Context: an optimization exercise on an open-source flow, tuned for small area and a short achievable clock period. The choices shown serve that exercise and are no tape-out recipe.
RTL that was checked went through simulation tests only; none was proved equivalent to the original.
Power and IR drop assume default switching activity.

// tdisto_accum
module tdisto_accum (
  input  logic        clk,
  input  logic        rst_n,
  input  logic        start,
  input  logic [15:0] tlambda,
  input  logic [31:0] sum_a,
  input  logic        done_a,
  input  logic [31:0] sum_b,
  input  logic        done_b,
  output logic        busy,
  output logic [31:0] disto,
  output logic        disto_valid,
  output logic        err
);
Size: ~1800 cells after synthesis, about 15000 um2 of cells after synthesis.
clock: 7.0 ns
lec_check: 0
cap_margin: 20
core_margin: 2
core_utilization: 60
setup_slack_margin: 3.2
slew_margin: 20
standard.sh (not shown) runs the stock make flow with config.mk's settings and CLKGATE_MAP_FILE= SYNTH_SCRIPT=/design/flow/synth_recipe.tcl, a recipe that flattens the netlist after the stock synthesis.
==> flow/flow/run.sh <==
#!/bin/bash
# The standard layout, with plain buffers on the ports instead of the
# delay-cell buffers that buffer_ports picks by default.
set -euo pipefail
export BUFFER_PORTS_ARGS="-buffer_cell sky130_fd_sc_hd__buf_1"
bash standard.sh finish > standard_flow.log 2>&1
The baseline went through all stages and came out clean.
Next try:
CTS_CLUSTER_DIAMETER = 120   (was unset)
CTS_CLUSTER_SIZE = 30   (was unset)
SETUP_SLACK_MARGIN = 2.5   (was 3.2)
What happened:
- The new run produced a clean layout
- hold slack gets worse by 26 ps
- power shrinks by 25%
- count of clock-buffer cells in the layout shrinks by 1
Next try:
CTS_CLUSTER_DIAMETER = unset   (was 120)
CTS_CLUSTER_SIZE = unset   (was 30)
Outcome: The new run completed without violations. Clock-buffer cell count stays the same. Cell area stays the same. Flip-flop and latch count does not change. Hold slack is unchanged. Setup slack is unchanged. Clock skew does not change.

========
tdisto_accum again, from the RTL that the note above started with.
clock: 7.0 ns
lec_check: 0
cap_margin: 20
core_margin: 2
core_utilization: 60
setup_slack_margin: 3.0
slew_margin: 20
Scripts as last shown in full above: flow/flow/run.sh
The baseline finished clean.
Then changed:
--- a/flow/config.mk
+++ b/flow/config.mk
@@ -8,5 +8,5 @@
 export CAP_MARGIN = 20
 export CORE_MARGIN = 2
-export CORE_UTILIZATION = 60
-export SETUP_SLACK_MARGIN = 3.0
+export CORE_UTILIZATION = 50
+export SETUP_SLACK_MARGIN = 2.8
 export SLEW_MARGIN = 20
Result: Design area went down by 3.6%; sequential cell count does not change; routed wire length rose by 0.56%; worst setup slack barely changes; clock power grows by about 2%.

========
exp/indigo:
tdisto_accum, a different RTL version from the one above (not shown whole).
For scale: roughly 1700 cells after synthesis, about 230 flip-flops, about 120 I/O pins, ~16000 µm² of cells after synthesis.
Design tdisto_accum, start of the top module:
module tdisto_accum (
  input  logic        clk,
  input  logic        rst_n,
  input  logic        start,
  input  logic [15:0] tlambda,
  input  logic [31:0] sum_a,
  input  logic        done_a,
  input  logic [31:0] sum_b,
  input  logic        done_b,
  output logic        busy,
  output logic [31:0] disto,
  output logic        disto_valid,
  output logic        err
);
clock: 7.0 ns
lec_check: 0
cap_margin: 20
core_margin: 2
core_utilization: 60
setup_slack_margin: 3.5
slew_margin: 20
run.sh (not shown) runs the stock make flow with config.mk's settings and CLKGATE_MAP_FILE= SYNTH_SCRIPT=/design/flow/synth_recipe.tcl, a recipe that flattens the netlist after the stock synthesis.
Stock flow here: none of the scripts above is used.
--- input diff exp/indigo..exp/delta ---
- SETUP_SLACK_MARGIN now 2.5, was 3.5
Notes after the runs:
- exp/delta finished every stage and its layout cleared the timing, design-rule and antenna checks.
- exp/delta improves on exp/indigo in static leakage.
- Re clock buffer instance count of the final layout: exp/indigo and exp/delta aren't equal, and the lower value belongs to exp/delta.
- exp/delta vs exp/indigo, end point of the critical path: disto_q[14] vs r_q[31]
- Comparing exp/indigo and exp/delta, the higher met1 usage is on exp/indigo.
- exp/delta vs exp/indigo: summed area of non-filler cells in the final layout down by a little under 10%
- Comparing exp/delta against exp/indigo, there is no change at all in sequential cell count.
- The worst setup slack of exp/delta is lower than that of exp/indigo.
- Compared with exp/indigo, exp/delta shows a higher global placer's final weighted congestion.
- Sequential share of layout area | exp/delta above exp/indigo
Inputs modified between exp/delta and exp/sierra:
- putting ABC_AREA at 1 where nothing was set
==> comparison <==
Compared with exp/delta, exp/sierra shows floorplan core area higher by 6.9%.
Re sequential share of layout area: exp/sierra is 0.67 points down on exp/delta.
Setup slack (exp/sierra over exp/delta): decrease, 0.013 ns
Longest individual stage delay on the worst path, exp/sierra and exp/delta, lower one = exp/delta.
Power density relative to cell area | exp/sierra below exp/delta
Changes observed in exp/sierra relative to exp/delta: arrival time at the worst endpoint saw an increase, non-clock buffer count fell 24, maximum frequency about even.
## Diff of input files: exp/willow against exp/sierra
- CTS_BUF_LIST newly set to sky130_fd_sc_hd__clkbuf_8
- ABC_AREA removed (was 1)
==> flow/flow/run.sh (new file) <==
#!/bin/bash
# The standard layout, with plain buffers on the ports instead of the
# delay-cell buffers that buffer_ports picks by default.
set -euo pipefail
export BUFFER_PORTS_ARGS="-buffer_cell sky130_fd_sc_hd__buf_1"
bash standard.sh finish > standard_flow.log 2>&1
==> flow/standard.sh (new file) <==
#!/bin/bash
# synth_recipe.tcl (not shown) runs the flow's synth.tcl, then flattens the netlist and writes it again
# the make line also repeats each setting of config.mk as NAME=value (left out here)
make -C /OpenROAD-flow-scripts/flow DESIGN_CONFIG=/design/flow/config.mk WORK_HOME=/design/flow/orfs CLKGATE_MAP_FILE= SYNTH_SCRIPT=/design/flow/synth_recipe.tcl "${@:-finish}"
removed: flow/run.sh
Notes after the runs:
Between exp/willow and exp/sierra, the insertion delay of the later-clocked pin in the worst-skew pair figures differ only marginally. exp/willow supports a lower top clock frequency than exp/sierra. exp/willow ends up with a floorplan die height that is 3.3% lower than in exp/sierra.
No functional check of the RTL was part of any run of this note.

========
## the previous run
Another version of the RTL of tdisto_accum (not shown whole).
For scale: ~190 flip-flops, about 120 I/O pins, ~0.016 sq mm of cells after synthesis.
export LEC_CHECK = 0
export CAP_MARGIN = 20
export CORE_MARGIN = 2
export CORE_UTILIZATION = 75
export SETUP_SLACK_MARGIN = 2.5
export SLEW_MARGIN = 20
create_clock -name core_clock -period 7.0 [get_ports {clk}]
standard.sh (not shown) runs the stock make flow with config.mk's settings and CLKGATE_MAP_FILE= SYNTH_SCRIPT=/design/flow/synth_recipe.tcl, a recipe that flattens the netlist after the stock synthesis.
==> flow/flow/run.sh <==
#!/bin/bash
# The standard layout, with plain buffers on the ports instead of the
# delay-cell buffers that buffer_ports picks by default.
set -euo pipefail
export BUFFER_PORTS_ARGS="-buffer_cell sky130_fd_sc_hd__buf_1"
bash standard.sh finish > standard_flow.log 2>&1
What the current run does differently from the previous run at the input level:
--- a/flow/config.mk
+++ b/flow/config.mk
@@ -9,3 +9,3 @@
 export CORE_MARGIN = 2
-export CORE_UTILIZATION = 75
+export CORE_UTILIZATION = 60
 export SETUP_SLACK_MARGIN = 2.5
[summary]
The current run has die area above what the previous run had. The current run: vertical die dimension is 17 microns higher than what the previous run reported. Comparing the previous run and the current run, global-route usage over all layers is higher on the previous run. The previous run vs the current run, end of the critical path: disto_q[31]$_SDFFE_PN0P_ vs r_q[28]$_DFF_P_.

========
## the reference run
tdisto_accum, a different RTL version from the one above (not shown whole).
For scale: ~1800 cells after synthesis, ~190 flip-flops, about 120 I/O pins, roughly 0.017 mm^2 of cells after synthesis.
export LEC_CHECK = 0
export CAP_MARGIN = 20
export CORE_MARGIN = 2
export CORE_UTILIZATION = 60
export SETUP_SLACK_MARGIN = 0
export SLEW_MARGIN = 20
create_clock -name core_clock -period 7.0 [get_ports {clk}]
run.sh (not shown) runs the stock make flow with config.mk's settings and CLKGATE_MAP_FILE= SYNTH_SCRIPT=/design/flow/synth_recipe.tcl, a recipe that flattens the netlist after the stock synthesis.
Stock flow here: none of the scripts above is used.
> inputs changed (the reference run -> the trial run)
- SETUP_SLACK_MARGIN changed from 0 to 1.0
Notes after the runs:
The trial run went all the way through the flow, and no timing, DRC or antenna check failed. As of the trial run, detail-routed via count per cell had risen slightly compared to the reference run. Looking at critical path capture point, the disto_q[22] result is from the trial run; the disto_q[11] one comes from the reference run. Final core utilization: the trial run higher than the reference run. Summary of the trial run over the reference run: relative contribution of combinational cells to total power climbed 1.4 points; wire length on met1 now sits higher; switching share of power closely matched the old numbers; headroom to the max-slew limit shows an increase of 0.31 points; internal power component saw an increase.
No run of this note included a check of the RTL's function; only the layout flow was run.

========
== job 102 ==
tdisto_accum with an RTL version that a note above also has.
Size in the first run: about 1800 cells after synthesis, ~150 flip-flops, about 15000 sq um of cells after synthesis.
Design tdisto_accum, start of the top module:
module tdisto_accum (
  input  logic        clk,
  input  logic        rst_n,
  input  logic        start,
  input  logic [15:0] tlambda,
  input  logic [31:0] sum_a,
  input  logic        done_a,
  input  logic [31:0] sum_b,
  input  logic        done_b,
  output logic        busy,
  output logic [31:0] disto,
  output logic        disto_valid,
  output logic        err
);
Settings: LEC_CHECK=0, CAP_MARGIN=20, CORE_MARGIN=2, CORE_UTILIZATION=60, GPL_ROUTABILITY_DRIVEN=0, SETUP_SLACK_MARGIN=2.8, SLEW_MARGIN=20; clock period 7.0 ns.
standard.sh (not shown) runs the stock make flow with config.mk's settings and CLKGATE_MAP_FILE= SYNTH_SCRIPT=/design/flow/synth_recipe.tcl, a recipe that flattens the netlist after the stock synthesis.
Scripts as last shown in full above: flow/flow/run.sh
Setup changes, job 102 to job 104
- a deleted GPL_ROUTABILITY_DRIVEN that had been 0
- a change of SETUP_SLACK_MARGIN from 2.8 to 2.6
### Flow results
[compare] base=job 102 new=job 104: part of the total power dissipated in the clock network shows an increase of 1.7 points; part of the power in combinational logic shows a reduction of 2.4 points; final period demand of the worst path shows an increase of 94 ps. Compared to job 102, job 104 has final cycle utilization of the critical path 1.3 points higher.

========
Another version of the RTL of tdisto_accum (not shown whole).
Size: roughly 1800 cells after synthesis, roughly 150 flip-flops, ~120 I/O pins.
export LEC_CHECK = 0
export CAP_MARGIN = 20
export CORE_MARGIN = 2
export CORE_UTILIZATION = 60
export SETUP_SLACK_MARGIN = 2.5
export SLEW_MARGIN = 20
create_clock -name core_clock -period 7.0 [get_ports {clk}]
Scripts as last shown in full above: flow/flow/run.sh
==> next run, changes <==
- TNS_END_PERCENT: unset -> 5
After rerunning: Design area climbs by 0.92%; clock power climbs by about 0.4%; setup slack degrades by 0.025 ns; routed wire length climbs by 1.4%; clock skew stays flat; register-to-register slack degrades by 0.03 ns; final cell count is about the same.

========
RTL: one of the versions met above, not the one the previous note started from.
Size in the first run: ~1700 cells after synthesis, ~230 flip-flops, ~16000 um^2 of cells after synthesis.
export LEC_CHECK = 0
export CAP_MARGIN = 20
export CORE_MARGIN = 2
export CORE_UTILIZATION = 60
export CTS_BUF_LIST = sky130_fd_sc_hd__clkbuf_4
export SETUP_SLACK_MARGIN = 2.5
export SLEW_MARGIN = 20
create_clock -name core_clock -period 7.0 [get_ports {clk}]
Scripts as last shown in full above: flow/flow/run.sh
==> next run, changes <==
==> flow/run.sh (new file) <==
#!/bin/bash
# synth_recipe.tcl (not shown) runs the flow's synth.tcl, then flattens the netlist and writes it again
# the make line also repeats each setting of config.mk as NAME=value (left out here)
make -C /OpenROAD-flow-scripts/flow DESIGN_CONFIG=/design/flow/config.mk WORK_HOME=/design/flow/orfs CLKGATE_MAP_FILE= SYNTH_SCRIPT=/design/flow/synth_recipe.tcl finish
CTS_BUF_LIST = unset   (was sky130_fd_sc_hd__clkbuf_4)
SETUP_SLACK_MARGIN = 3.0   (was 2.5)
removed: flow/flow/run.sh
removed: flow/standard.sh
The changed run completed with no timing, DRC or antenna violations.
Clock skew drops by 58 ps.
Die area stays the same.
Worst setup slack improves by 120 ps.
Design area climbs by roughly a tenth.
Cell count hardly moves.
Via count climbs by a few percent.
Synthesized area is unchanged.
==> next run, changes <==
==> flow/flow/run.sh (new file) <==
#!/bin/bash
# The standard layout, with plain buffers on the ports instead of the
# delay-cell buffers that buffer_ports picks by default.
set -euo pipefail
export BUFFER_PORTS_ARGS="-buffer_cell sky130_fd_sc_hd__buf_1"
bash standard.sh finish > standard_flow.log 2>&1
==> flow/standard.sh (new file) <==
#!/bin/bash
# synth_recipe.tcl (not shown) runs the flow's synth.tcl, then flattens the netlist and writes it again
# the make line also repeats each setting of config.mk as NAME=value (left out here)
make -C /OpenROAD-flow-scripts/flow DESIGN_CONFIG=/design/flow/config.mk WORK_HOME=/design/flow/orfs CLKGATE_MAP_FILE= SYNTH_SCRIPT=/design/flow/synth_recipe.tcl "${@:-finish}"
SETUP_SLACK_MARGIN = 2.5   (was 3.0)
removed: flow/run.sh
=>
- total power came out lower by 16%
- worst setup slack got worse by 160 ps
- count of clock-buffer cells in the layout came out lower by 2
- wire length came out lower by 15%
No functional check of the RTL was part of any run of this note.

========
tdisto_accum, a different RTL version from the one above (not shown whole).
Size: about 1800 cells after synthesis, ~0.016 mm^2 of cells after synthesis.
==> flow/design.v (excerpt) <==
module tdisto_accum (
  input  logic        clk,
  input  logic        rst_n,
  input  logic        start,
  input  logic [15:0] tlambda,
  input  logic [31:0] sum_a,
  input  logic        done_a,
  input  logic [31:0] sum_b,
  input  logic        done_b,
  output logic        busy,
  output logic [31:0] disto,
  output logic        disto_valid,
  output logic        err
);
clock: 7.0 ns
lec_check: 0
cap_margin: 20
core_margin: 2
core_utilization: 60
place_density: 0.75
setup_slack_margin: 2.5
slew_margin: 20
==> flow/flow/run.sh <==
#!/bin/bash
# The standard layout, with plain buffers on the ports instead of the
# delay-cell buffers that buffer_ports picks by default.
set -euo pipefail
export BUFFER_PORTS_ARGS="-buffer_cell sky130_fd_sc_hd__buf_1"
bash standard.sh finish > standard_flow.log 2>&1
Rerun with:
Settings changed: PLACE_DENSITY 0.75 to not set, SETUP_SLACK_MARGIN 2.5 to 2.8.
Result:
- The changed run passed the timing, design-rule and antenna checks
- hold slack improved by 0.014 ns
- synthesized area is unchanged
- register-to-register slack improved by 0.21 ns
- combinational power grows by roughly a tenth
- clock power grows by a few percent
- wire length shrinks slightly
- setup slack improved by 0.21 ns
- total power grows by a few percent
- first-iteration DRC count grows by about a fifth
- sequential share of layout area shrinks by 0.41 points
Rerun with:
Settings changed: ABC_AREA set to 1, SETUP_SLACK_MARGIN 2.8 to 2.5.
Result: Total power is higher by 2.6%. Worst setup slack improved by 0.071 ns. Clock-buffer cell count is higher by 6. Cell area is higher by about 6%. Critical path depth is higher by 1. Die area is higher by 10%. Sequential share of layout area is lower by 1.5 points. Combinational power is higher by 7.4%. Clock power is lower by about 6%.

========
RTL: one of the versions met above, not the one the previous note started from.
Size in the first run: roughly 190 flip-flops, about 120 I/O pins, ~0.016 mm^2 of cells after synthesis.
==> flow/config.mk <==
export PLATFORM = sky130hd
export DESIGN_NAME = tdisto_accum
export DESIGN_NICKNAME = tdisto_accum
export VERILOG_FILES = /design/flow/design.v
export SDC_FILE = /design/flow/constraint.sdc
export NUM_CORES = 4
export LEC_CHECK = 0
export CAP_MARGIN = 20
export CORE_MARGIN = 2
export CORE_UTILIZATION = 85
export SETUP_SLACK_MARGIN = 2.5
export SLEW_MARGIN = 20
==> flow/constraint.sdc <==
create_clock -name core_clock -period 7.0 [get_ports {clk}]
set_input_delay 1.4000 -clock core_clock [delete_from_list [all_inputs] [get_ports {clk}]]
set_output_delay 1.4000 -clock core_clock [all_outputs]
set_load 0.01 [all_outputs]
Scripts as last shown in full above: flow/flow/run.sh
The first run aborted during 5_1_grt (DPL-0038).
Edit:
==> flow/run.sh (new file) <==
#!/bin/bash
# synth_recipe.tcl (not shown) runs the flow's synth.tcl, then flattens the netlist and writes it again
# the make line also repeats each setting of config.mk as NAME=value (left out here)
make -C /OpenROAD-flow-scripts/flow DESIGN_CONFIG=/design/flow/config.mk WORK_HOME=/design/flow/orfs CLKGATE_MAP_FILE= SYNTH_SCRIPT=/design/flow/synth_recipe.tcl finish
- CORE_UTILIZATION: 85 -> 60
removed: flow/flow/run.sh
removed: flow/standard.sh
The changed run finished with timing, DRC and antenna clean.
Synthesized area is unchanged.
Synthesized cell count stays the same.

[afterwards: timing with drivers on the ports]
No port has a modelled driver above. Below, the same layouts with a new extraction and two added sets of constraints.
Step 1, drivers: a clkbuf_16 drives clk and a buf_2 each remaining input, both assumed.
Step 2 times the ports against the registers' clock, not the clock port: input delays grow and output delays shrink by t, the midpoint of the rising clock arrivals with the driver on.
Slacks: ideal / step 1 / step 2; pairs: ideal / step 1.
run	t (ns)	setup WS [ns]	cell pins on the clock port's net
the first run of note 1	0.496	2.692 / 2.692 / 2.539	1
the second run of note 1	0.493	2.690 / 2.690 / 2.497	1
the third run of note 1	0.493	2.690 / 2.690 / 2.497	1
the first run of note 2	0.493	2.836 / 2.836 / 2.572	1
the second run of note 2	0.504	2.838 / 2.838 / 2.571	1
exp/indigo	0.605	2.696 / 2.696 / 2.582	1
exp/delta	0.597	2.619 / 2.619 / 2.065	1
exp/sierra	0.610	2.606 / 2.606 / 2.136	1
exp/willow	0.588	2.501 / 2.501 / 2.235	1
the previous run	0.499	2.039 / 2.039 / 2.039	1
the current run	0.493	2.451 / 2.451 / 2.207	1
the reference run	0.497	0.382 / 0.382 / 0.382	1
the trial run	0.494	0.952 / 0.952 / 0.952	1
job 102	0.498	2.781 / 2.781 / 2.593	1
job 104	0.492	2.687 / 2.687 / 2.522	1
the first run of note 7	0.482	2.613 / 2.613 / 2.513	1
the second run of note 7	0.487	2.588 / 2.588 / 2.525	1
the first run of note 8	0.714	2.509 / 2.509 / 2.020	1
the second run of note 8	0.601	2.627 / 2.627 / 2.500	1
the third run of note 8	0.581	2.468 / 2.468 / 2.220	1
the first run of note 9	0.569	2.445 / 2.445 / 2.372	1
the second run of note 9	0.587	2.657 / 2.657 / 2.416	1
the third run of note 9	0.579	2.727 / 2.727 / 2.727	1
the second run of note 10	0.498	2.442 / 2.442 / 2.191	1
After both steps every run listed still meets setup and hold. For exp/delta, which loses most, drivers alone change the setup slack by 0.000 ns; drivers and shift together by -0.554 ns.
